From an optimization exercise on the open Yosys and OpenROAD flow, aimed at small area, a short achievable clock period and few clock cycles; shortcuts taken in it are not production practice. No functional check of the RTL was part of any run shown here. Power is estimated from default activity; no workload was simulated.

==> flow/run.sh <==
#!/bin/bash
# synth_recipe.tcl (not shown) runs the flow's synth.tcl, then flattens the netlist and writes it again
# the make line also repeats each setting of config.mk as NAME=value (left out here)
make -C /OpenROAD-flow-scripts/flow DESIGN_CONFIG=/design/flow/config.mk WORK_HOME=/design/flow/orfs CLKGATE_MAP_FILE= SYNTH_SCRIPT=/design/flow/synth_recipe.tcl finish
==> flow/config.mk <==
export PLATFORM = sky130hd
export DESIGN_NAME = mean_and_median_of_set
export DESIGN_NICKNAME = mean_and_median_of_set
export VERILOG_FILES = /design/flow/design.v
export SDC_FILE = /design/flow/constraint.sdc
export NUM_CORES = 4
export LEC_CHECK = 0
export ABC_CLOCK_PERIOD_IN_PS = 2500
export CAP_MARGIN = 20
export CORE_MARGIN = 2
export CORE_UTILIZATION = 40
export SETUP_SLACK_MARGIN = 3.5
export SLEW_MARGIN = 20
==> flow/constraint.sdc <==
create_clock -name core_clock -period 6.0 [get_ports {clk_i}]
set_input_delay 1.2000 -clock core_clock [delete_from_list [all_inputs] [get_ports {clk_i}]]
set_output_delay 1.2000 -clock core_clock [all_outputs]
set_load 0.01 [all_outputs]
==> flow/design.v <==
package mams_pkg;
  localparam int unsigned ResponseW = 4;
  localparam int unsigned CountW    = 8;
  localparam int unsigned TotalW    = 11;
  localparam int unsigned MeanW     = 12;
  localparam int unsigned MedianW   = 4;
  localparam int unsigned FracBits  = 8;
  localparam int unsigned RecW = CountW + TotalW + MedianW + 1;
endpackage
module mams_cell (
  input  logic       clk_i,
  input  logic       clr_i,
  input  logic       inc_i,
  input  logic [6:0] k_i,
  output logic       flag_o
);
  logic [6:0] c_q;
  always_comb begin
    if (clr_i)      flag_o = inc_i;
    else if (inc_i) flag_o = c_q >= k_i;
    else            flag_o = c_q > k_i;
  end
  always_ff @(posedge clk_i) begin
    if (clr_i) begin
      c_q <= {6'd0, inc_i};
    end else if (inc_i && !(&c_q)) begin
      c_q <= c_q + 7'd1;
    end
  end
endmodule
module mams_div (
  input  logic                      clk_i,
  input  logic                      rst_ni,
  input  logic                      load_i,
  input  logic [mams_pkg::RecW-1:0] rec_i,
  output logic                      free_o,    
  output logic                      soon_o,    
  output logic                      valid_o,
  output logic [7:0]                count_o,
  output logic [10:0]               total_o,
  output logic [11:0]               mean_o,
  output logic [3:0]                median_o,
  output logic                      overflow_o
);
  logic [3:0]  cnt_q;      
  logic        run_q;
  logic        valid_q;
  logic [7:0]  dn_q;
  logic [10:0] dt_q;
  logic [3:0]  dm_q;
  logic        do_q;
  logic [11:0] q_q;
  logic [7:0]  rem_q;
  logic [7:0]  rc;
  logic [10:0] rs;
  logic [8:0]  trial;
  logic [8:0]  step;
  logic        sub;
  assign {rc, rs} = rec_i[mams_pkg::RecW-1:5];
  assign sub   = !rem_q[7];
  assign trial = {rem_q, q_q[11]};
  assign step  = trial + ({1'b0, dn_q} ^ {9{sub}}) + {8'd0, sub};
  assign free_o = !run_q;
  assign soon_o = run_q ? cnt_q <= 4'd3 : !load_i;
  always_ff @(posedge clk_i or negedge rst_ni) begin
    if (!rst_ni) begin
      run_q   <= 1'b0;
      valid_q <= 1'b0;
      cnt_q   <= '0;
    end else begin
      valid_q <= run_q && cnt_q == 4'd1;
      if (load_i) begin
        run_q <= 1'b1;
        cnt_q <= 4'd12;
      end else if (run_q) begin
        cnt_q <= cnt_q - 4'd1;
        if (cnt_q == 4'd1) run_q <= 1'b0;
      end
    end
  end
  always_ff @(posedge clk_i) begin
    if (load_i) begin
      {dn_q, dt_q, dm_q, do_q} <= rec_i;
    end
  end
  always_ff @(posedge clk_i) begin
    if (load_i) begin
      rem_q <= {1'b0, rs[10:4]};
      q_q   <= {rs[3:0], 8'd0};
    end else begin
      rem_q <= step[7:0];
      q_q   <= {q_q[10:0], !step[8]};
    end
  end
  assign valid_o    = valid_q;
  assign count_o    = dn_q;
  assign total_o    = dt_q;
  assign mean_o     = q_q;
  assign median_o   = dm_q;
  assign overflow_o = do_q;
endmodule
module mean_and_median_of_set (
  input  logic                           clk_i,
  input  logic                           rst_ni,
  input  logic                           start,
  output logic                           busy,
  input  logic [mams_pkg::ResponseW-1:0] response_i,
  input  logic                           last_i,
  output logic                           valid_o,
  output logic [mams_pkg::CountW-1:0]    count_o,
  output logic [mams_pkg::TotalW-1:0]    total_o,
  output logic [mams_pkg::MeanW-1:0]     mean_q8_o,
  output logic [mams_pkg::MedianW-1:0]   median_o,
  output logic                           overflow_o
);
  localparam int unsigned NSLOT = 2;
  logic       busy_q;
  logic       in_v;
  logic [3:0] in_x;
  logic       in_last;
  logic       take;
  assign busy = busy_q;
  assign take = start && !busy_q;
  always_ff @(posedge clk_i or negedge rst_ni) begin
    if (!rst_ni) in_v <= 1'b0;
    else         in_v <= take;
  end
  always_ff @(posedge clk_i) begin
    in_x    <= response_i;
    in_last <= last_i;
  end
  logic        fresh_q;    
  logic        rec_v_q;    
  logic [7:0]  n_q;
  logic [6:0]  k_q;        
  logic [3:0]  med_q;      
  logic [10:0] s_q;
  logic        ovf_q;
  logic        full, keep;
  logic [14:0] flag;
  logic [3:0]  med;
  logic [mams_pkg::RecW-1:0] rec;
  assign full = n_q[7] && !fresh_q;
  assign keep = in_v && !full;
  always_ff @(posedge clk_i or negedge rst_ni) begin
    if (!rst_ni) begin
      fresh_q <= 1'b1;
      rec_v_q <= 1'b0;
    end else begin
      fresh_q <= in_v && in_last;
      rec_v_q <= in_v && in_last;
    end
  end
  always_ff @(posedge clk_i) begin
    if (fresh_q) begin
      n_q   <= {7'd0, keep};
      k_q   <= {6'd0, keep};
      s_q   <= keep ? {7'd0, in_x} : 11'd0;
      ovf_q <= 1'b0;
    end else begin
      n_q   <= n_q + {7'd0, keep};
      k_q   <= k_q + {6'd0, keep && !n_q[0]};
      s_q   <= s_q + (keep ? {7'd0, in_x} : 11'd0);
      ovf_q <= ovf_q || (in_v && full);
    end
  end
  for (genvar v = 0; v < 15; v++) begin : g_cum
    mams_cell u_cell (
      .clk_i (clk_i),
      .clr_i (fresh_q),
      .inc_i (keep && (in_x <= 4'(v))),
      .k_i   (k_q),
      .flag_o(flag[v])
    );
  end
  always_comb begin
    med = 4'd15;
    for (int v = 14; v >= 0; v--) begin
      if (flag[v]) med = 4'(v);
    end
  end
  always_ff @(posedge clk_i) begin
    med_q <= med;
  end
  assign rec = {n_q, s_q, med_q, ovf_q};
  logic [mams_pkg::RecW-1:0] slot0_q, slot1_q;
  logic [1:0] fill_q, fill_d;
  logic       div_free, div_soon, div_load;
  logic       pop, push;
  logic [mams_pkg::RecW-1:0] div_rec;
  assign div_load = div_free && (fill_q != 2'd0 || rec_v_q);
  assign div_rec  = (fill_q != 2'd0) ? slot0_q : rec;
  assign pop      = div_load && fill_q != 2'd0;
  assign push     = rec_v_q && !(div_load && fill_q == 2'd0);
  always_comb begin
    fill_d = fill_q;
    if (pop)  fill_d = fill_d - 2'd1;
    if (push) fill_d = fill_d + 2'd1;
  end
  always_ff @(posedge clk_i or negedge rst_ni) begin
    if (!rst_ni) fill_q <= '0;
    else         fill_q <= fill_d;
  end
  always_ff @(posedge clk_i) begin
    if (fill_q == 2'd0 || pop) slot0_q <= fill_q[1] ? slot1_q : rec;
    if (rec_v_q)               slot1_q <= rec;
  end
  logic [2:0] due;
  assign due = {1'b0, fill_d} + {2'd0, in_v && in_last} + {2'd0, take && last_i};
  always_ff @(posedge clk_i or negedge rst_ni) begin
    if (!rst_ni) busy_q <= 1'b0;
    else         busy_q <= due >= 3'(NSLOT) + {2'd0, div_soon};
  end
  mams_div u_div (
    .clk_i     (clk_i),
    .rst_ni    (rst_ni),
    .load_i    (div_load),
    .rec_i     (div_rec),
    .free_o    (div_free),
    .soon_o    (div_soon),
    .valid_o   (valid_o),
    .count_o   (count_o),
    .total_o   (total_o),
    .mean_o    (mean_q8_o),
    .median_o  (median_o),
    .overflow_o(overflow_o)
  );
endmodule
==> impl_metrics.json, run 1 <==
{
  "critPathRequiredTime_ns": 6.48,
  "grt_pass1_vias": 9107,
  "holdCritPathClass": "flop to flop",
  "power.density_mw_per_mm2": 469,
  "hold_violations": 0,
  "viasPerCell": 5.26,
  "drt.antenna.violating_nets": 0,
  "critPathBufInv": 4,
  "cts_buffers": 28,
  "ys.warnings.count": 3,
  "dieArea_mm2": 0.0339,
  "synthCells": 1272,
  "pin_count": 46,
  "vias": 9462,
  "worst_pin_slew_ns": 0.637,
  "fin_crit_sh_pct": 42.1,
  "max_freq_ghz": 0.395,
  "clock_latency_ns": 0.55,
  "async_flop_share_pct": 4.90,
  "start_util_pct": 40.9,
  "finalWirelength_mm": 29.2,
  "synth_seq_area_share_pct": 45.0,
  "avgRoutedWirePerCell_um": 16.2,
  "io_buffers": 45,
  "finalWorstSetupSlack_ns": 3.47,
  "worst_setup_path_start_kind": "flop",
  "htree_levels": 1,
  "synth_top_area_share_pct": 22.5,
  "max_slew_margin_pct": 57.5,
  "cts_buffer_depth": 3,
  "clock_sinks": 245,
  "crit_fanout": 5,
  "slew_viol_final": 0,
  "worstSetupPathType": "flop to flop",
  "syn2layout_area_growth_pct": 21.9,
  "synthTopCellsByArea": "dfxtp_1 (23%), edfxtp_1 (20%), ha_1 (14%)",
  "grt_pass1_wl_mm": 47.3,
  "setup_viol": 0,
  "synth_edf_count": 87,
  "arrival_ns": 3.00,
  "ir_drop_mv": 0.211,
  "final_nets": 1527,
  "fp-row-count": 65,
  "worstPathCellList": "clkinvlp_4, buf_12, buf_4, ha_2, nand4_1, nor3_1, o41ai_2, buf_4, a311oi_2, o311ai_1, a21oi_1",
  "drc_errors": 0,
  "grt_max_degree": 87,
  "die-width_um": 184,
  "cts_root_buffer": "clkbuf_16",
  "synth-seq-cells": 245,
  "core_area_mm2": 0.0317,
  "drt_iter0_drc": 379,
  "skew_ns": 0.0133,
  "period_needed_ns": 2.53,
  "die-height_um": 184,
  "drive_gt1_share_pct": 19.3,
  "antenna_cells": 0,
  "cts_hold_buf": 0,
  "cp_common_cell": "buf_4",
  "p_total_uw": 7430,
  "rsz0062_at_grt": "yes",
  "grtUsageTotal_pct": 17.2,
  "pre_cts_ws_ns": 2.53,
  "tns_ns": 0,
  "yosysTopAreaCell": "dfxtp_1",
  "p_leak_uw": 0.00655,
  "dominantRegCellSynth": "dfxtp_1",
  "antenna_found_initial": 0,
  "synth_nets": 1424,
  "overflow": 0,
  "crit_slowest_cell": "dfxtp_2",
  "ys_types": 65,
  "status": "complete, no violations",
  "synth_area_mm2": 0.0130,
  "clk_pin_slew_ns": 0.06,
  "syn_avg_cell_area_um2": 10.2,
  "globalplace.congestion": 0.794,
  "cts_tree": "built",
  "fillers": 2882,
  "cp_top_family": "compound AO/OA/AOI/OAI gates",
  "cp_slowest_stage_delay_ns": 0.34,
  "dpl.hpwl_mm": 18.7,
  "drv_cap": 0,
  "first_pass_iters": 4,
  "crit_path_end_kind": "flop"
}
state kept, by name, summed over array words and instances (netlist names), 2 cells and up:
| signal | count |
|---|---|
| u_div.dm_q | 4 |
| n_q | 8 |
| u_div.q_q | 12 |
| g_cum.u_cell.c_q | 105 |
| u_div.dn_q | 8 |
| slot1_q | 24 |
| u_div.rem_q | 8 |
| k_q | 7 |
| u_div.cnt_q | 4 |
| med_q | 4 |
| u_div.dt_q | 11 |
| slot0_q | 24 |
| s_q | 11 |
| fill_q | 2 |
| in_x | 4 |
cells in the mapped netlist, types with 3 or more instances:
master / instances
nor2_1: 157
dfxtp_1: 146
ha_1: 141
edfxtp_1: 87
nand2_1: 79
xor2_1: 68
a21oi_1: 55
mux2_2: 53
o21ai_0: 48
inv_1: 40
nand4_1: 39
nand3_1: 34
clkbuf_1: 30
nor2b_1: 26
and3_1: 25
nand2b_1: 25
a21o_1: 23
mux2i_1: 19
xnor2_1: 16
or2_2: 15
a211oi_1: 12
dfrtp_1: 11
a31oi_1: 10
nor3_1: 9
o21ai_1: 8
and4_1: 7
o211ai_1: 7
or3_1: 6
a2111oi_0: 5
a21boi_1: 5
a41oi_1: 5
and2_1: 5
buf_1: 4
o21a_1: 4
a311oi_1: 3
fa_1: 3
o31ai_1: 3
layout by cell type, fill, tap and decap left out, types with 39 or more instances in the layout:
cell and instances:
o21ai_0 42, dfxtp_1 136, xor2_1 68, nor2_1 153
a21oi_1 47, nand2_1 76, ha_1 129, mux2_2 53
buf_4 50, edfxtp_1 87, nand4_1 39
final timing paths:
kind	start	to	slack (ns)	depth (start not counted)
min in group asynchronous	rst_ni	u_div.cnt_q[0]$_DFFE_PN0P_	1.04	1
setup reg to reg	k_q[5]$_SDFF_PP0_	med_q[0]$_SDFF_PP0_	3.47	11
hold reg to reg	u_div.q_q[1]$_SDFF_PP0_	u_div.q_q[2]$_SDFF_PP0_	0.46	1
max in group asynchronous	rst_ni	in_v$_DFF_PN0_	4.49	1
setup / recovery	k_q[5]$_SDFF_PP0_	med_q[0]$_SDFF_PP0_	3.47	11
hold / removal	u_div.q_q[1]$_SDFF_PP0_	u_div.q_q[2]$_SDFF_PP0_	0.46	1
through the flow:
stage | utilization, % | hold slack (ns) | instances | instance area (um^2)
2_1_floorplan | - | 0.421 | 1272 | 13000
3_3_place_gp | 43.7 | 0.459 | 1691 | 13900
3_5_place_dp | 43.7 | 0.453 | 1691 | 13900
4_1_cts | 49.0 | 0.464 | 1789 | 15500
5_1_grt | 49.9 | 0.477 | 1798 | 15800
6_report | 49.9 | 0.458 | 1798 | 15800
metal layers:
metal / up-vias / wire, um / GRT usage (%)
met4: 0 / 443 / 3.26
li1: 4786 / - / -
met2: 122 / 13300 / 28.2
met5: - / 0 / 0
met3: 28 / 1020 / 2.43
met1: 4526 / 14400 / 24.2
where the power goes:
part	switching [uW]	internal, uW	leakage, uW
clock	693	1040	0.000463
sequential	339	2230	0.00217
combinational	1580	1540	0.00391
repair_timing:
action	in CTS	in global routing
buffers inserted	46	8
resized for setup	130	53
cloned	1	1
pin swaps	16	28
setup endpoints to repair	170	64
endpoints found under the hold margin	0	0
cell type report:
type / count / area, um^2 / share of cell area [%]
multi-input combinational: 950 / 7290 / 46.1
inverter: 40 / 170 / 1.08
clock buffer: 34 / 733 / 4.64
timing repair buffer: 110 / 1040 / 6.59
tap: 402 / 503 / 3.18
sequential: 245 / 5870 / 37.1
clock inverter: 17 / 210 / 1.33
cells by family (layout without fill, tap and decap cells):
group / after synthesis / count (layout) / synth area share (%)
flip-flops: 245 / 245 / 45.0
AND/OR/NAND/NOR: 436 / 437 / 16.3
multiplexers: 72 / 72 / 6.06
AO/OA/AOI/OAI: 213 / 213 / 10.6
XOR/XNOR: 84 / 84 / 5.67
buffers and inverters: 78 / 201 / 2.39
adder cells (fa/ha/maj): 144 / 144 / 14.1
worst reg2reg max path: stages (launching register included):
cell and delay (ns):
dfxtp_2 0.34, clkinvlp_4 0.12, buf_12 0.15, buf_4 0.17
ha_2 0.33, nand4_1 0.12, nor3_1 0.28, o41ai_2 0.11
buf_4 0.17, a311oi_2 0.32, o311ai_1 0.16, a21oi_1 0.19
==> inputs of run 2 (changes only) <==
--- a/flow/config.mk
+++ b/flow/config.mk
@@ -8,6 +8,9 @@
 export ABC_CLOCK_PERIOD_IN_PS = 2500
 export CAP_MARGIN = 20
 export CORE_MARGIN = 2
-export CORE_UTILIZATION = 40
-export SETUP_SLACK_MARGIN = 3.5
+export CORE_UTILIZATION = 65
+export CTS_CLUSTER_DIAMETER = 100
+export CTS_CLUSTER_SIZE = 30
+export PLACE_DENSITY = 0.75
+export SETUP_SLACK_MARGIN = 3.7
 export SLEW_MARGIN = 20
==> run 2 against run 1 <==
Power decreased by 4.8%. Wire length increased by 4.0%. Sequential share of layout area up 0.30 points. Combinational power rose by 14%. Synthesized cell count unchanged. Still clean. Count of clock-buffer cells in the layout fell by 15. Register-to-register slack hardly changed. Cell area is 0.54% lower. Die area decreased by 38%. Critical path depth down 2. Non-clock buffer count rose by 40. Critical endpoint is now k_q[4]$_SDFF_PP0_. Largest power group unchanged.
==> impl_metrics.json, run 2 <==
{
  "yosysTopAreaCell": "dfxtp_1",
  "synth_nets": 1424,
  "synthCells": 1272,
  "crit_slowest_cell": "dfstp_4",
  "worstSetupPathType": "flop to flop",
  "synth-seq-cells": 245,
  "arrival_ns": 2.87,
  "first_pass_iters": 5,
  "async_flop_share_pct": 4.90,
  "slew_viol_final": 0,
  "top_usage_layer": "met2",
  "p_leak_uw": 0.00651,
  "die-width_um": 145,
  "fin_crit_sh_pct": 42.2,
  "clock_latency_ns": 0.50,
  "core_area_mm2": 0.0195,
  "cp_common_cell": "ha_1",
  "skew_ns": 0.0438,
  "met1_usage_pct": 34.6,
  "pin_count": 46,
  "power.density_mw_per_mm2": 449,
  "power.net_switching_uw": 2660,
  "status": "complete, no violations",
  "ys.warnings.count": 3,
  "clock_sinks": 245,
  "synth_seq_area_share_pct": 45.0,
  "combPwrFrac_pct": 50.0,
  "cp_top_family": "flip-flops",
  "hold_violations": 0,
  "cts_buffers": 12,
  "max_freq_ghz": 0.395,
  "seq_power_share_pct": 36.4,
  "drt.antenna.violating_nets": 0,
  "fp-row-count": 51,
  "dieArea_mm2": 0.0211,
  "crit_fanout": 9,
  "synthTopCellsByArea": "dfxtp_1 (23%), edfxtp_1 (20%), ha_1 (14%)",
  "grt_pass1_vias": 9436,
  "critPathRequiredTime_ns": 6.34,
  "vias": 9837,
  "synth_area_mm2": 0.0130,
  "critPathBufInv": 1,
  "crit_path_end_kind": "flop",
  "worstPathCellList": "nand2b_4, and2_4, buf_4, ha_1, ha_1, ha_1, nand3_1, xnor2_1, nor2_1",
  "drt_iter0_drc": 691,
  "globalplace.congestion": 0.820,
  "overflow": 0,
  "tns_ns": 0,
  "cts_tree": "built",
  "synth_most_common_cell": "nor2_1",
  "worst_setup_path_start_kind": "flop",
  "dominantRegCellSynth": "dfxtp_1",
  "grtUsageTotal_pct": 26.8,
  "start_util_pct": 66.5,
  "avgRoutedWirePerCell_um": 18.2,
  "dpl.hpwl_mm": 17.7,
  "fillers": 1230,
  "final_nets": 1550,
  "max_slew_margin_pct": 53.9,
  "final_util_pct": 80.6,
  "drive_gt1_share_pct": 26.1,
  "antenna_cells": 0,
  "cp_slowest_stage_delay_ns": 0.66,
  "synth_top_area_share_pct": 22.5,
  "io_buffers": 45,
  "period_needed_ns": 2.53,
  "rsz0062_at_grt": "yes",
  "p_sw_share_pct": 37.7,
  "grt_max_degree": 69,
  "ir_drop_mv": 0.396,
  "internal-power_uw": 4410,
  "finalWirelength_mm": 30.4,
  "met3_usage_pct": 2.80,
  "cts_buffer_depth": 3,
  "drc_errors": 0,
  "holdCritPathClass": "flop to flop",
  "htree_levels": 1,
  "grt_pass1_wl_mm": 46.6,
  "layout_common_cells": "nor2_1 (152), dfxtp_1 (131), ha_1 (120)",
  "die-height_um": 145,
  "p_clk_share_pct": 13.6,
  "syn_avg_cell_area_um2": 10.2,
  "worst_pin_slew_ns": 0.691,
  "viasPerCell": 5.89,
  "top_register": "g_cum.u_cell.c_q",
  "antenna_found_initial": 0,
  "drv_cap": 0,
  "gr-usage-met2_pct": 47.5,
  "synth_edf_count": 87,
  "clk_pin_slew_ns": 0.12,
  "cts_root_buffer": "clkbuf_16",
  "reg_top3": "g_cum.u_cell.c_q x105, slot0_q x24, slot1_q x24",
  "ys_types": 65,
  "largest_reg_flops": 105,
  "cts_hold_buf": 0,
  "setup_viol": 0,
  "final_common_cell": "nor2_1",
  "synth_common_cells": "nor2_1 (157), dfxtp_1 (146), ha_1 (141)",
  "syn2layout_area_growth_pct": 21.2
}
## run 2: cell counts after synthesis
No cell type changed its count.
## run 2: kinds of logic after synthesis
logic type,share of synthesized area (%)
fa+ha+maj,14.1
simple gates,16.3
mux,6.06
compound gates,10.6
flops,45.0
xor+xnor,5.67
buf+inv,2.39
## run 2: power by group through the flow
stage	registers (uW)	logic [uW]	clock network, uW
CTS	2560	3160	979
global route	2630	3880	1020
finish	2570	3540	959
floorplan	2510	2050	0
global placement	2640	2560	0
detailed placement	2650	2640	0
## run 2: what timing repair did
action,in CTS,in global routing
pin swaps,24,46
endpoints found under the setup margin,266,79
cloned,0,1
setup buffers,67,34
gates resized for setup,210,102
## run 2: layer usage
metal / up-vias / part of all wire [%]
met3: 84 / 4.1
met2: 263 / 49
met4: 0 / 4.3
li1: 4817 / -
met5: - / 0
met1: 4673 / 43
## run 2: layout make-up
class	instances	area (um^2)	share of cell area, %
Clock inverter	1	30.0	0.191
Tap cell	265	332	2.11
Multi-Input combinational cell	949	7670	48.7
Clock buffer	19	348	2.21
Timing Repair Buffer	150	1290	8.23
Sequential cell	245	5880	37.4
Inverter	40	178	1.13
## run 2: path summary, 6_finish.rpt
| kind | startpoint | cells past startpoint | slack (ns) | end |
|---|---|---|---|---|
| setup / recovery | fresh_q$_DFF_PN1_ | 9 | 3.47 | k_q[4]$_SDFF_PP0_ |
| hold / removal | u_div.q_q[0]$_SDFF_PP0_ | 1 | 0.47 | u_div.q_q[1]$_SDFF_PP0_ |
| setup reg to reg | fresh_q$_DFF_PN1_ | 9 | 3.47 | k_q[4]$_SDFF_PP0_ |
| hold reg to reg | u_div.q_q[0]$_SDFF_PP0_ | 1 | 0.47 | u_div.q_q[1]$_SDFF_PP0_ |
| max in group asynchronous | rst_ni | 1 | 4.51 | fill_q[1]$_DFF_PN0_ |
| min in group asynchronous | rst_ni | 1 | 1.06 | busy_q$_DFF_PN0_ |
## run 2: through the flow
stage	worst slack, ns	hold slack, ns	std cells	instance area [um^2]	power, uW
global route	3.38	0.479	1669	15700	7530
detailed placement	2.56	0.456	1547	13800	5300
CTS	3.49	0.477	1634	15000	6700
floorplan	3.53	0.421	1272	13200	4560
global placement	2.68	0.450	1547	13800	5200
finish	3.47	0.470	1669	15700	7070
==> inputs of run 3 (changes only) <==
--- a/flow/design.v
+++ b/flow/design.v
@@ -53,13 +53,16 @@
   logic [7:0]  rem_q;
   logic [7:0]  rc;
   logic [10:0] rs;
-  logic [8:0]  trial;
-  logic [8:0]  step;
-  logic        sub;
+  logic [8:0]  trial1, trial2;
+  logic [8:0]  step1, step2;
+  logic        sub1, sub2;
   assign {rc, rs} = rec_i[mams_pkg::RecW-1:5];
-  assign sub   = !rem_q[7];
-  assign trial = {rem_q, q_q[11]};
-  assign step  = trial + ({1'b0, dn_q} ^ {9{sub}}) + {8'd0, sub};
+  assign sub1   = !rem_q[7];
+  assign trial1 = {rem_q, q_q[11]};
+  assign step1  = trial1 + ({1'b0, dn_q} ^ {9{sub1}}) + {8'd0, sub1};
+  assign sub2   = !step1[8];
+  assign trial2 = {step1[7:0], q_q[10]};
+  assign step2  = trial2 + ({1'b0, dn_q} ^ {9{sub2}}) + {8'd0, sub2};
   assign free_o = !run_q;
   assign soon_o = run_q ? cnt_q <= 4'd3 : !load_i;
   always_ff @(posedge clk_i or negedge rst_ni) begin
@@ -71,7 +74,7 @@
       valid_q <= run_q && cnt_q == 4'd1;
       if (load_i) begin
         run_q <= 1'b1;
-        cnt_q <= 4'd12;
+        cnt_q <= 4'd6;
       end else if (run_q) begin
         cnt_q <= cnt_q - 4'd1;
         if (cnt_q == 4'd1) run_q <= 1'b0;
@@ -88,8 +91,8 @@
       rem_q <= {1'b0, rs[10:4]};
       q_q   <= {rs[3:0], 8'd0};
     end else begin
-      rem_q <= step[7:0];
-      q_q   <= {q_q[10:0], !step[8]};
+      rem_q <= step2[7:0];
+      q_q   <= {q_q[9:0], !step1[8], !step2[8]};
     end
   end
   assign valid_o    = valid_q;
@@ -113,7 +116,6 @@
   output logic [mams_pkg::MedianW-1:0]   median_o,
   output logic                           overflow_o
 );
-  localparam int unsigned NSLOT = 2;
   logic       busy_q;
   logic       in_v;
   logic [3:0] in_x;
@@ -183,33 +185,25 @@
     med_q <= med;
   end
   assign rec = {n_q, s_q, med_q, ovf_q};
-  logic [mams_pkg::RecW-1:0] slot0_q, slot1_q;
-  logic [1:0] fill_q, fill_d;
+  logic [mams_pkg::RecW-1:0] slot_q;
+  logic       fill_q, fill_d;
   logic       div_free, div_soon, div_load;
-  logic       pop, push;
   logic [mams_pkg::RecW-1:0] div_rec;
-  assign div_load = div_free && (fill_q != 2'd0 || rec_v_q);
-  assign div_rec  = (fill_q != 2'd0) ? slot0_q : rec;
-  assign pop      = div_load && fill_q != 2'd0;
-  assign push     = rec_v_q && !(div_load && fill_q == 2'd0);
-  always_comb begin
-    fill_d = fill_q;
-    if (pop)  fill_d = fill_d - 2'd1;
-    if (push) fill_d = fill_d + 2'd1;
-  end
-  always_ff @(posedge clk_i or negedge rst_ni) begin
-    if (!rst_ni) fill_q <= '0;
+  assign div_load = div_free && (fill_q || rec_v_q);
+  assign div_rec  = fill_q ? slot_q : rec;
+  assign fill_d   = rec_v_q ? !(div_load && !fill_q) : (fill_q && !div_load);
+  always_ff @(posedge clk_i or negedge rst_ni) begin
+    if (!rst_ni) fill_q <= 1'b0;
     else         fill_q <= fill_d;
   end
   always_ff @(posedge clk_i) begin
-    if (fill_q == 2'd0 || pop) slot0_q <= fill_q[1] ? slot1_q : rec;
-    if (rec_v_q)               slot1_q <= rec;
-  end
-  logic [2:0] due;
-  assign due = {1'b0, fill_d} + {2'd0, in_v && in_last} + {2'd0, take && last_i};
+    if (rec_v_q) slot_q <= rec;
+  end
+  logic [1:0] due;
+  assign due = {1'b0, fill_d} + {1'b0, in_v && in_last} + {1'b0, take && last_i};
   always_ff @(posedge clk_i or negedge rst_ni) begin
     if (!rst_ni) busy_q <= 1'b0;
-    else         busy_q <= due >= 3'(NSLOT) + {2'd0, div_soon};
+    else         busy_q <= due > {1'b0, div_soon};
   end
   mams_div u_div (
     .clk_i     (clk_i),
--- a/flow/config.mk
+++ b/flow/config.mk
@@ -8,9 +8,6 @@
 export ABC_CLOCK_PERIOD_IN_PS = 2500
 export CAP_MARGIN = 20
 export CORE_MARGIN = 2
-export CORE_UTILIZATION = 65
-export CTS_CLUSTER_DIAMETER = 100
-export CTS_CLUSTER_SIZE = 30
-export PLACE_DENSITY = 0.75
-export SETUP_SLACK_MARGIN = 3.7
+export CORE_UTILIZATION = 40
+export SETUP_SLACK_MARGIN = 3.5
 export SLEW_MARGIN = 20
==> run 3 against run 2 <==
Non-clock buffer count fell by 6. Cell area fell by 3.2%. Via count shrank 3.8%. Sequential share of layout area decreased by 3.8 points. Count of clock-buffer cells in the layout is 19 higher. Still clean on timing, DRC and antenna. Critical path depth up 7. Register-to-register slack lost 0.95 ns.
==> impl_metrics.json, run 3 <==
{
  "status": "complete, no violations",
  "rsz0062_at_grt": "yes",
  "ys_types": 62,
  "synth_top_area_share_pct": 23.8,
  "hold_slack_ns": 0.446,
  "dominantRegCellSynth": "dfxtp_1",
  "avgRoutedWirePerCell_um": 15.8,
  "skew_ns": 0.0222,
  "dp_cells": 1661,
  "crit_path_end_kind": "flop",
  "synth_most_common_cell": "nor2_1",
  "syn_avg_cell_area_um2": 9.81,
  "final_nets": 1540,
  "clock_sinks": 220,
  "synth-seq-cells": 220,
  "htree_levels": 1,
  "io_buffers": 45,
  "worst_setup_path_start_kind": "flop",
  "synth-simple-area-share_pct": 17.4,
  "synth_area_mm2": 0.0123,
  "overflow": 0,
  "async_flop_share_pct": 5.00,
  "synth_edf_count": 63,
  "synth_top_family_by_area": "simple AND/OR/NAND/NOR gates",
  "synth_fa_ha_area_share_pct": 15.5,
  "ir_drop_mv": 0.435,
  "internal-power_uw": 5350,
  "synth_compound_area_share_pct": 11.0,
  "hold_depth": 1,
  "clk_pin_slew_ns": 0.06,
  "start_util_pct": 40.3,
  "p_sw_share_pct": 38.6,
  "dieArea_mm2": 0.0321,
  "synth_nets": 1408,
  "fin_crit_sh_pct": 57.9,
  "globalplace.congestion": 0.791,
  "reg_top3": "g_cum.u_cell.c_q x105, slot_q x24, u_div.q_q x12",
  "hold_violations": 0,
  "cts_root_buffer": "clkbuf_16",
  "grtUsageTotal_pct": 17.5,
  "yosysTopAreaCell": "dfxtp_1",
  "final_common_cell": "nor2_1",
  "first_pass_iters": 7,
  "max_slew_margin_pct": 41.0,
  "final_util_pct": 50.0,
  "antenna_found_initial": 0,
  "finalWirelength_mm": 28.4,
  "core_area_mm2": 0.0304,
  "min_from": "u_div.q_q[2]$_SDFF_PP0_",
  "viasPerCell": 5.27,
  "fp-row-count": 64,
  "worstSetupPathType": "flop to flop",
  "antenna_cells": 0,
  "syn2layout_area_growth_pct": 24.2,
  "top_register": "g_cum.u_cell.c_q",
  "tns_ns": 0,
  "grt_pass1_vias": 8923,
  "drc_errors": 0,
  "ys.warnings.count": 3,
  "clock_latency_ns": 0.53,
  "worst_pin_slew_ns": 0.884,
  "drt_iter0_drc": 538,
  "synth_xor_area_share_pct": 7.28,
  "die-height_um": 179,
  "vias": 9460,
  "arrival_ns": 3.86,
  "pin_count": 46,
  "critPathRequiredTime_ns": 6.39,
  "combPwrFrac_pct": 56.8,
  "cts_buffers": 24,
  "r2r_end": "u_div.q_q[0]$_SDFF_PP0_",
  "worstReg2RegStart": "u_div.dn_q[0]$_DFFE_PP_",
  "synth_mux_area_share_pct": 4.72,
  "rrSetupSlack_ns": 2.52,
  "crit_fanout": 5,
  "max_freq_ghz": 0.288,
  "drv_cap": 0,
  "worstHoldEndpoint": "u_div.q_q[4]$_SDFF_PP0_",
  "seq_power_share_pct": 25.8,
  "synth_seq_area_share_pct": 41.5,
  "slew_viol_final": 0,
  "p_leak_uw": 0.00638,
  "drive_gt1_share_pct": 20.8,
  "synthCells": 1250,
  "synth_common_cells": "nor2_1 (166), dfxtp_1 (146), ha_1 (146)",
  "die-width_um": 179,
  "largest_reg_flops": 105,
  "holdCritPathClass": "flop to flop",
  "drt.antenna.violating_nets": 0,
  "fin_cells": 1796,
  "synthTopCellsByArea": "dfxtp_1 (24%), edfxtp_1 (15%), ha_1 (15%)",
  "dpl.hpwl_mm": 18.0,
  "setup_viol": 0,
  "power.density_mw_per_mm2": 571,
  "period_needed_ns": 3.48,
  "grt_max_degree": 71,
  "grt_pass1_wl_mm": 45.4,
  "r2r_cells": 16,
  "p_clk_share_pct": 17.4,
  "power.net_switching_uw": 3360,
  "cts_buffer_depth": 3,
  "cts_tree": "built",
  "layout_common_cells": "nor2_1 (165), dfxtp_1 (137), ha_1 (136)"
}
run 3: power groups by stage:
stage	clock (uW)	sequential [uW]	combinational, uW
6_report	1510	2240	4950
3_5_place_dp	0	2300	3910
3_3_place_gp	0	2290	3840
2_1_floorplan	0	2190	3120
5_1_grt	1610	2290	5460
4_1_cts	1550	2260	4470
run 3: repair_timing:
action,in CTS,in global routing
setup endpoints to repair,170,43
buffers inserted,66,25
gates resized for setup,145,54
hold buffers,0,0
pin swaps,31,27
run 3: logic make-up (layout without fill, tap and decap cells):
kind of cell    after synthesis  in the layout
flops                       220            220
simple gates                435            435
fa+ha+maj                   150            150
mux                          54             54
buf+inv                      77            227
compound gates              212            212
xor+xnor                    102            102
run 3: through the flow:
stage / worst slack (ns) / cell area, um^2 / power (uW)
final: 2.52 / 15200 / 8700
after CTS: 2.59 / 14800 / 8280
after global routing: 2.39 / 15200 / 9350
after floorplan: 2.46 / 12300 / 5300
after global placement: 2.23 / 13200 / 6140
after detailed placement: 2.23 / 13200 / 6220
run 3: worst max path at each step:
stage / start / to / cells past startpoint
after floorplan: u_div.dn_q[0]$_DFFE_PP_ / u_div.q_q[0]$_SDFF_PP0_ / 16
after global placement: u_div.rem_q[7]$_SDFF_PP0_ / u_div.q_q[0]$_SDFF_PP0_ / 16
after detailed placement: u_div.rem_q[7]$_SDFF_PP0_ / u_div.q_q[0]$_SDFF_PP0_ / 16
after CTS: u_div.dn_q[0]$_DFFE_PP_ / u_div.q_q[0]$_SDFF_PP0_ / 16
after global routing: u_div.dn_q[0]$_DFFE_PP_ / u_div.q_q[0]$_SDFF_PP0_ / 16
final: u_div.dn_q[0]$_DFFE_PP_ / u_div.q_q[0]$_SDFF_PP0_ / 16
run 3: layout make-up:
type	count	area (um^2)
multi-input combinational	953	7320
fill	2785	15200
clock buffer	38	757
inverter	39	169
tap	396	495
timing repair buffer	144	1320
sequential	220	5110
clock inverter	6	58.8
run 3: worst max-delay path, cell delays in order, from the launching register on:
cell and delay (ns):
edfxtp_1 0.44, nand2b_4 0.17, and2_4 0.14, fa_2 0.37, a211oi_4 0.26, o21ai_2 0.08, a31oi_1 0.14, buf_4 0.19
a21oi_4 0.07, fa_2 0.42, a21o_1 0.20, a21oi_2 0.18, o21ai_2 0.10, o41ai_2 0.24, xnor2_1 0.17, xnor2_1 0.14
nor2_1 0.05
run 3: routing by layer:
layer	GRT usage (%)	up-vias	routed length, um
li1	-	4758	-
met1	23.3	4510	13500
met2	29.6	143	13200
met3	2.16	49	913
met4	5.44	0	752
met5	0	-	0
==> inputs of run 4 (changes only) <==
--- a/flow/design.v
+++ b/flow/design.v
@@ -11,15 +11,11 @@
   input  logic       clk_i,
   input  logic       clr_i,
   input  logic       inc_i,
-  input  logic [6:0] k_i,
+  input  logic [6:0] r_i,
   output logic       flag_o
 );
   logic [6:0] c_q;
-  always_comb begin
-    if (clr_i)      flag_o = inc_i;
-    else if (inc_i) flag_o = c_q >= k_i;
-    else            flag_o = c_q > k_i;
-  end
+  assign flag_o = c_q > r_i;
   always_ff @(posedge clk_i) begin
     if (clr_i) begin
       c_q <= {6'd0, inc_i};
@@ -134,8 +130,6 @@
   logic        fresh_q;    
   logic        rec_v_q;    
   logic [7:0]  n_q;
-  logic [6:0]  k_q;        
-  logic [3:0]  med_q;      
   logic [10:0] s_q;
   logic        ovf_q;
   logic        full, keep;
@@ -156,12 +150,10 @@
   always_ff @(posedge clk_i) begin
     if (fresh_q) begin
       n_q   <= {7'd0, keep};
-      k_q   <= {6'd0, keep};
       s_q   <= keep ? {7'd0, in_x} : 11'd0;
       ovf_q <= 1'b0;
     end else begin
       n_q   <= n_q + {7'd0, keep};
-      k_q   <= k_q + {6'd0, keep && !n_q[0]};
       s_q   <= s_q + (keep ? {7'd0, in_x} : 11'd0);
       ovf_q <= ovf_q || (in_v && full);
     end
@@ -171,7 +163,7 @@
       .clk_i (clk_i),
       .clr_i (fresh_q),
       .inc_i (keep && (in_x <= 4'(v))),
-      .k_i   (k_q),
+      .r_i   (n_q[7:1]),
       .flag_o(flag[v])
     );
   end
@@ -181,10 +173,7 @@
       if (flag[v]) med = 4'(v);
     end
   end
-  always_ff @(posedge clk_i) begin
-    med_q <= med;
-  end
-  assign rec = {n_q, s_q, med_q, ovf_q};
+  assign rec = {n_q, s_q, med, ovf_q};
   logic [mams_pkg::RecW-1:0] slot_q;
   logic       fill_q, fill_d;
   logic       div_free, div_soon, div_load;
==> run 4 against run 3 <==
Still clean on timing, DRC and antenna. Synthesized area decreased by 4.4%. Count of clock-buffer cells in the layout shrank 4. Power increased by 0.27%. Hold slack better by 0.012 ns. Combinational power up 2%. Non-clock buffer count is 12 lower. Synthesized cell count is 2.8% lower. Register-to-register slack lost 0.03 ns. Cell area fell by 2.3%. Wire length shrank 0.97%. Critical endpoint unchanged. Largest cell class unchanged. Highest routed layer unchanged.
==> impl_metrics.json, run 4 <==
{
  "status": "complete, no violations",
  "slew_viol_final": 0,
  "grt_pass1_wl_mm": 45.0,
  "clk_pin_slew_ns": 0.06,
  "first_pass_iters": 4,
  "io_buffers": 45,
  "multi_input_area_mm2": 0.00718,
  "p_clk_share_pct": 17.9,
  "wl_met2_mm": 13.1,
  "synth_area_mm2": 0.0117,
  "synth_most_common_cell": "nor2_1",
  "syn2layout_area_growth_pct": 27.0,
  "drv_cap": 0,
  "antenna_found_initial": 0,
  "hold_violations": 0,
  "synth_common_cells": "nor2_1 (148), ha_1 (143), dfxtp_1 (135)",
  "seq_power_share_pct": 24.4,
  "fin_crit_sh_pct": 58.4,
  "worst_pin_slew_ns": 0.825,
  "p_leak_uw": 0.00618,
  "synthCells": 1215,
  "wl_met1_mm": 13.5,
  "vias": 9066,
  "cts_root_buffer": "clkbuf_16",
  "rrSetupSlack_ns": 2.49,
  "internal-power_uw": 5260,
  "yosysTopAreaCell": "dfxtp_1",
  "final_area_mm2": 0.0149,
  "clock_latency_ns": 0.53,
  "worst_setup_path_start_kind": "flop",
  "avgRoutedWirePerCell_um": 16.1,
  "dominantRegCellSynth": "dfxtp_1",
  "die-height_um": 175,
  "cp_slowest_stage_delay_ns": 0.44,
  "setup_viol": 0,
  "fillers": 2575,
  "drc_errors": 0,
  "holdCritPathClass": "flop to flop",
  "die-width_um": 175,
  "final_common_cell": "nor2_1",
  "synthTopCellsByArea": "dfxtp_1 (23%), edfxtp_1 (16%), ha_1 (15%)",
  "power.net_switching_uw": 3460,
  "cts_buffer_depth": 3,
  "max_freq_ghz": 0.285,
  "cp_top_family": "compound AO/OA/AOI/OAI gates",
  "ys.warnings.count": 3,
  "skew_ns": 0.0168,
  "crit_fanout": 4,
  "dieArea_mm2": 0.0307,
  "crit_slowest_cell": "edfxtp_1",
  "period_needed_ns": 3.51,
  "layout_common_cells": "nor2_1 (144), dfxtp_1 (127), ha_1 (123)",
  "synth_nets": 1370,
  "finalWirelength_mm": 28.1,
  "crit_path_end_kind": "flop",
  "drive_gt1_share_pct": 21.4,
  "critPathBufInv": 2,
  "start_util_pct": 40.7,
  "final_util_pct": 51.7,
  "syn_avg_cell_area_um2": 9.65,
  "final_nets": 1498,
  "critPathRequiredTime_ns": 6.41,
  "reg_top3": "g_cum.u_cell.c_q x105, slot_q x24, u_div.q_q x12",
  "overflow": 0,
  "worstSetupPathType": "flop to flop",
  "power.density_mw_per_mm2": 586,
  "grt_max_degree": 84,
  "arrival_ns": 3.91,
  "dpl.hpwl_mm": 17.4,
  "htree_levels": 1,
  "synth_seq_area_share_pct": 41.6,
  "viasPerCell": 5.19,
  "antenna_cells": 0,
  "max_slew_margin_pct": 45.0,
  "hold_slack_ns": 0.458,
  "top_layer_used": "met4",
  "cts_tree": "built",
  "ys_types": 69,
  "ff_latch_area_mm2": 0.00490,
  "largest_reg_flops": 105,
  "core_area_mm2": 0.0288,
  "globalplace.congestion": 0.769,
  "drt_iter0_drc": 499,
  "fp-row-count": 62,
  "grt_pass1_vias": 8746,
  "combPwrFrac_pct": 57.7,
  "route.met3.wl_um": 898,
  "cts_buffers": 25,
  "ir_drop_mv": 0.414,
  "pin_count": 46,
  "drt.antenna.violating_nets": 0,
  "rsz0062_at_grt": "yes",
  "grtUsageTotal_pct": 17.9,
  "p_sw_share_pct": 39.7,
  "p_total_uw": 8730,
  "synth_edf_count": 63,
  "cts_hold_buf": 0,
  "synth_top_area_share_pct": 23.1,
  "dpl-instance-area_mm2": 0.0126,
  "async_flop_share_pct": 5.26,
  "clock_sinks": 209,
  "synth-seq-cells": 209,
  "worstPathCellList": "xnor2_2, inv_1, fa_2, and2b_2, o2111ai_4, a31oi_4, xor2_1, inv_1, fa_2, nor2b_1, o21ai_1, a21oi_2, o21ai_2, a21oi_2, xnor2_1, xnor2_1, nor2_1",
  "top_register": "g_cum.u_cell.c_q",
  "tns_ns": 0
}
## run 4: kinds of logic after synthesis
logic type,synth area share (%)
and+or+nand+nor,17.6
AOI/OAI and AO/OA,11.9
buffers and inverters,2.78
DFF,41.6
muxes,3.28
xor gates and xnor gates,6.95
adders and majority gates,16.0
## run 4: final timing paths
path,from,to,cells after the start
worst max-delay path,u_div.dn_q[1]$_DFFE_PP_,u_div.q_q[0]$_SDFF_PP0_,17
worst max register to register,u_div.dn_q[1]$_DFFE_PP_,u_div.q_q[0]$_SDFF_PP0_,17
worst min register to register,busy_q$_DFF_PN0_,in_v$_DFF_PN0_,1
max in group asynchronous,rst_ni,in_v$_DFF_PN0_,1
worst min-delay path,busy_q$_DFF_PN0_,in_v$_DFF_PN0_,1
min in group asynchronous,rst_ni,u_div.run_q$_DFF_PN0_,1
## run 4: through the flow
step,worst slack (ns),std cells
2_1_floorplan,2.44,1215
3_3_place_gp,2.09,1622
3_5_place_dp,2.05,1622
4_1_cts,2.52,1722
5_1_grt,2.34,1746
6_report,2.49,1746
## run 4: final cells by class
class | count | area share, %
clock inverter | 12 | 0.967
timing repair buffer | 132 | 8.52
sequential | 209 | 32.9
inverter | 49 | 1.43
tap | 384 | 3.23
clock buffer | 34 | 4.71
multi-input combinational | 926 | 48.3
## run 4: per-layer routing
layer / track usage [%] / vias up
li1: - / 4584
met1: 24.3 / 4310
met2: 30.0 / 137
met3: 2.28 / 35
met4: 4.93 / 0
met5: 0 / -
## run 4: power by group through the flow
stage / Sequential, uW / Combinational, uW / Clock, uW
floorplan: 2100 / 3010 / 0
global placement: 2170 / 3770 / 0
detailed placement: 2180 / 3850 / 0
CTS: 2130 / 4620 / 1590
global route: 2170 / 5540 / 1650
finish: 2130 / 5040 / 1560
## run 4: repair_timing
action,CTS,global route
pin swaps,48,39
buffers inserted,54,22
cloned,0,2
resized for setup,175,61
setup endpoints to repair,187,35

==> separate check: timing with driven ports <==
How much do the figures lean on ideal ports? The routed layouts below were timed once more, with nothing changed but the port constraints. Step 1, drivers: a clkbuf_16 drives clk_i and a buf_2 each remaining input, both assumed. Step 2 moves the port delays by t, midway between the first and last clock arrival at a register: inputs arrive t later, outputs are due t later. That takes back most of the time a late clock gives input paths. a / b / c = no drivers / after step 1 / after step 2; a / b = the first two.
run | shift t [ns] | slack for setup (ns) | hold slack, ns | worst setup path after step 2 | worst register clock-pin slew, ns
run 1 | 0.595 | 3.471 / 3.471 / 2.953 | 0.458 / 0.458 / 0.458 | input to register | 0.06 / 0.06
run 2 | 0.527 | 3.470 / 3.470 / 3.356 | 0.470 / 0.470 / 0.470 | input to register | 0.12 / 0.12
run 3 | 0.567 | 2.523 / 2.523 / 2.523 | 0.446 / 0.446 / 0.446 | register to register | 0.06 / 0.06
run 4 | 0.573 | 2.493 / 2.493 / 2.493 | 0.458 / 0.458 / 0.458 | register to register | 0.06 / 0.06
After both steps every run listed still meets setup and hold. The setup slack of run 1, which loses most, moves by 0.000 ns with the drivers and by -0.518 ns with both steps.
